Context: an optimization exercise on an open-source flow, tuned for small area. The choices shown serve that exercise and are no tape-out recipe. Only simulation tests tie the RTL to the original design; equivalence was not proved. No activity file was given, so power comes from the tool's default toggle rates.

==> flow/design.v <==
module regfile_mp_sb #(
    parameter int DATA_W   = 32,
    parameter int ADDR_W   = 5,
    parameter int ZERO_REG = 1
) (
    input  logic              clk,
    input  logic              reset,
    input  logic              we0,
    input  logic [ADDR_W-1:0] wa0,
    input  logic [DATA_W-1:0] wd0,
    input  logic              we1,
    input  logic [ADDR_W-1:0] wa1,
    input  logic [DATA_W-1:0] wd1,
    input  logic [ADDR_W-1:0] ra1,
    input  logic [ADDR_W-1:0] ra2,
    output logic [DATA_W-1:0] rd1,
    output logic [DATA_W-1:0] rd2,
    input  logic              set_busy,
    input  logic [ADDR_W-1:0] set_addr,
    output logic              busy1,
    output logic              busy2
);
    localparam int DEPTH = 1 << ADDR_W;
    logic [DEPTH-1:0][DATA_W-1:0] regs_q, regs_d;
    logic [DEPTH-1:0]             busy_q, busy_d;
    function automatic logic is_zero(input logic [ADDR_W-1:0] a);
        is_zero = (ZERO_REG != 0) && (a == '0);
    endfunction
    function automatic logic [DATA_W-1:0] rd_fn(input logic [ADDR_W-1:0] ra);
        if (is_zero(ra))            rd_fn = '0;
        else if (we1 && wa1 == ra)  rd_fn = wd1;
        else if (we0 && wa0 == ra)  rd_fn = wd0;
        else                        rd_fn = regs_q[ra];
    endfunction
    function automatic logic busy_fn(input logic [ADDR_W-1:0] ra);
        busy_fn = busy_q[ra] && !(we0 && wa0 == ra) && !(we1 && wa1 == ra);
    endfunction
    always_comb begin
        regs_d = regs_q;
        busy_d = busy_q;
        for (int i = 0; i < DEPTH; i++) begin
            if (!is_zero(ADDR_W'(i))) begin
                if (we0 && wa0 == ADDR_W'(i)) regs_d[i] = wd0;
                if (we1 && wa1 == ADDR_W'(i)) regs_d[i] = wd1;
                if (set_busy && set_addr == ADDR_W'(i))
                    busy_d[i] = 1'b1;
                else if ((we0 && wa0 == ADDR_W'(i)) || (we1 && wa1 == ADDR_W'(i)))
                    busy_d[i] = 1'b0;
            end
        end
    end
    always_ff @(posedge clk) begin
        if (reset) begin
            regs_q <= '0;
            busy_q <= '0;
        end else begin
            regs_q <= regs_d;
            busy_q <= busy_d;
        end
    end
    assign rd1   = rd_fn(ra1);
    assign rd2   = rd_fn(ra2);
    assign busy1 = busy_fn(ra1);
    assign busy2 = busy_fn(ra2);
endmodule
==> flow/run.sh <==
#!/bin/bash
# synth_recipe.tcl (not shown) runs the flow's synth.tcl, then flattens the netlist and writes it again
# the make line also repeats each setting of config.mk as NAME=value (left out here)
make -C /OpenROAD-flow-scripts/flow DESIGN_CONFIG=/design/flow/config.mk WORK_HOME=/design/flow/orfs CLKGATE_MAP_FILE= SYNTH_SCRIPT=/design/flow/synth_recipe.tcl finish
==> flow/config.mk <==
export PLATFORM = sky130hd
export DESIGN_NAME = regfile_mp_sb
export DESIGN_NICKNAME = regfile_mp_sb
export VERILOG_FILES = /design/flow/design.v
export SDC_FILE = /design/flow/constraint.sdc
export NUM_CORES = 4
export LEC_CHECK = 0
export CAP_MARGIN = 20
export CORE_MARGIN = 2
export CORE_UTILIZATION = 40
export PLACE_DENSITY = 0.6
export SLEW_MARGIN = 20
==> flow/constraint.sdc <==
create_clock -name core_clock -period 6.5 [get_ports {clk}]
set_input_delay 1.3000 -clock core_clock [delete_from_list [all_inputs] [get_ports {clk}]]
set_output_delay 1.3000 -clock core_clock [all_outputs]
set_load 0.01 [all_outputs]
==> impl_metrics.tcl <==
set metrics [dict create \
    status "no timing/DRC/antenna violations" \
    die_h_um 402.1 \
    hold_viol_final 0 \
    yosys.area.top_type "dfxtp_1" \
    post-route-min-period_ns 6.112 \
    met1Wirelength_um 107100 \
    start_kind "primary input" \
    cts_buffer_depth 3 \
    top_layer_used "met5" \
    ys_top_cells_by_area "dfxtp_1, mux4_2, mux2i_1, a211oi_1, nor2_1" \
    grt_antenna_before_repair 13 \
    synth_cell_type_count 54 \
    wl_met3_um 37870 \
    hold_path.class "flip-flop to flip-flop" \
    place_area_mm2 0.06643 \
    rows 146 \
    syn_nets 6765 \
    fin_hold_ws_ns 0.4955 \
    num_vias 59109 \
    drc 0 \
    root_buffer "clkbuf_16" \
    worstPathCellList "clkdlybuf4s50_1 > xnor2_1 > nand4_1 > a311oi_4 > buf_12 > a22oi_1 > o221ai_1 > buf_4 > clkdlybuf4s50_1" \
    power_density_mw_per_mm2 222.3 \
    tightest_slew_ns 1.245 \
    final_max_slew_viol_count 0 \
    grt_max_degree 146 \
    start_util_pct 40.16 \
    wirelength_um 284500 \
    grt_pass1_vias 55838 \
    period_share_pct 94.03 \
    drive_gt1_share_pct 18.16 \
    setup_viol 0 \
    cpMaxStageDelayCell "a311oi_4" \
    synth_top_area_share_pct 32.31 \
    timing.rr.start "regs_q[394]$_SDFFE_PP0P_" \
    crit_type "primary input to output port" \
    grt_use_total_pct 33.90 \
    postCtsSetupRepairBufs 0 \
    syn_area_per_cell_um2 9.502 \
    dp_hpwl_um 164800 \
    drt_iter0_drc 9832 \
    stdcell_area_mm2 0.07056 \
    rsz0062_at_grt "no" \
    overflow 0 \
    io-pin-count 160 \
    fillers 14829 \
    slowest_delay_ns 0.83 \
    die_area_mm2 0.1617 \
    worstPathMaxFanout 22 \
    clk_pin_slew_ns 0.06 \
    slew_headroom_pct 16.97 \
    cp.arrival_ns 4.81 \
    post_cts_resized 0 \
    finalNetCount 6335 \
    finClkSkew_ns 0 \
    synth.yosys.warnings 1 \
    area_growth_pct 11.32 \
    postCtsHoldBufs 0 \
    ys.flop_type "dfxtp_1" \
    cts_buffers 114 \
    routed_via_density 7.021 \
    gp_congestion 0.9466 \
    endpoint_kind "output port" \
    vdd_ir_drop_max_v 0.0002451 \
    grt_pass1_wl_um 404300 \
    antenna_left 0 \
    fmax_ghz 0.1636 \
    cts_tree "done" \
    async_flop_share_pct 0 \
    crit_top_cell "clkdlybuf4s50_1" \
    synthMostInstantiatedCell "nor2_1" \
    wl_met2_um 117500 \
    max_cap_viol_count 0 \
    htree_levels 3 \
    tns_ns 0 \
    core_mm2 0.1578 \
    insertion_delay_ns 0.77 \
    io_buffer_count 159 \
    synth_area_mm2 0.06339 \
    crit_path_start "wa0[3]" \
    ys_seq_area_share_pct 32.31 \
    dr.pass1.iters 8 \
    die_w_um 402.1 \
    min_from "regs_q[204]$_SDFFE_PP0P_" \
    cp.required_ns 5.20 \
    p_leak_nw 23.35 \
    ys_ff_latch 1023 \
    synth_edf_count 0 \
    wl_per_cell_um 33.79 \
    synthCells 6671 \
    synth_commonest_cells "nor2_1, dfxtp_1, mux2i_1, a211oi_1, clkbuf_1" \
    cts.sinks 1023 \
]
layer usage:
| metal | track usage [%] | vias up |
|---|---|---|
| met2 | 48.01 | 4576 |
| met5 | 0.6542 | - |
| met4 | 22.58 | 14 |
| met3 | 10.87 | 1152 |
| met1 | 43.99 | 28985 |
| li1 | - | 24382 |
worst paths after layout:
check	to	slack (ns)	cells past startpoint
worst max-delay path	rd2[4]	0.39	9
worst min-delay path	regs_q[204]$_SDFFE_PP0P_	0.50	2
worst max register to register	regs_q[394]$_SDFFE_PP0P_	5.62	2
worst min register to register	regs_q[204]$_SDFFE_PP0P_	0.50	2
state kept, by name, summed over array words and instances (netlist names):
| name | count |
|---|---|
| busy_q | 31 |
| regs_q | 992 |
layout by cell type (no fill, tap or decap), drive strengths merged, types with 13 or more instances in the layout:
cell           count
o22ai             55
inv               21
nor2b             23
mux2              80
nand3            353
a221oi            42
nand2b            38
a22oi             34
nor3b             13
a311oi           321
a22o              28
dfxtp           1023
buf              276
nand2            390
o21ai             31
a221o             17
mux2i            722
o221ai            21
and3              13
nand3b            17
a32oi             18
clkbuf           165
bufinv            17
nor2            1082
nor3              39
mux4             520
clkdlybuf4s50    149
a21oi             44
a211oi           685
clkinv            27
cell families (layout without fill, tap and decap cells):
family | Yosys count | count (layout) | share of synthesized area [%]
DFF | 1023 | 1023 | 32.31
AOI/OAI and AO/OA | 1326 | 1326 | 16.29
muxes | 1322 | 1322 | 31.30
other | 0 | 9 | 0
and+or+nand+nor | 1990 | 1990 | 13.19
buffers and inverters | 990 | 657 | 6.636
xor gates and xnor gates | 20 | 20 | 0.2763
area by class of cell:
class | count | area [um2] | area share (%)
multi-input combinational | 4658 | 39250 | 55.63
sequential | 1023 | 20480 | 29.02
timing repair buffer | 426 | 4085 | 5.790
clock buffer | 164 | 3301 | 4.678
tap | 2072 | 2592 | 3.674
clock inverter | 49 | 763.2 | 1.082
inverter | 18 | 67.56 | 0.09575
antenna | 9 | 22.52 | 0.03192
worst max-delay path, delay by kind of cell:
family | cells | cell delay (ns)
simple gates | 1 | 0.23
xor+xnor | 1 | 0.19
compound gates | 3 | 1.16
buf+inv | 4 | 1.90
through the flow:
| stage | power [mW] | util [%] | cells | setup slack (ns) |
|---|---|---|---|---|
| floorplan | 7.766 | - | 6671 | 2.038 |
| global placement | 8.541 | 42.08 | 8195 | 0.4160 |
| detailed placement | 8.557 | 42.09 | 8196 | 0.4181 |
| CTS | 15.60 | 44.66 | 8409 | 0.3864 |
| global route | 15.95 | 44.70 | 8413 | 0.3280 |
| finish | 15.69 | 44.71 | 8419 | 0.3877 |
where the power goes:
group / internal [mW] / switching [mW]
Combinational: 0.697 / 1.32
Sequential: 6.39 / 0.0960
Clock: 4.20 / 2.98
Total: 11.3 / 4.40

## static timing again, ports no longer ideal
The flow's constraints put no driver on any port. The routed layout listed below was extracted and timed again, unchanged, in two steps.
Step 1: set_driving_cell puts a clkbuf_16 on clk and a buf_2 on each other input, an assumption about the parent block.
Step 2 moves the port delays by t, midway between the first and last clock arrival at a register: inputs arrive t later, outputs are due t later. That takes back most of the time a late clock gives input paths.
Three values: ideal ports, drivers, drivers and shift; two values: the first two.
t, ns: 0.837
setup slack, ns: 0.388 / 0.248 / 0.248
worst setup path at the end: input to output
worst data-port slew with drivers (ns): 0.24
cell pins on the clock port's net: 1
After both steps this run still meets setup and hold. The setup slack of this run moves by -0.140 ns with the drivers and by -0.140 ns with both steps.
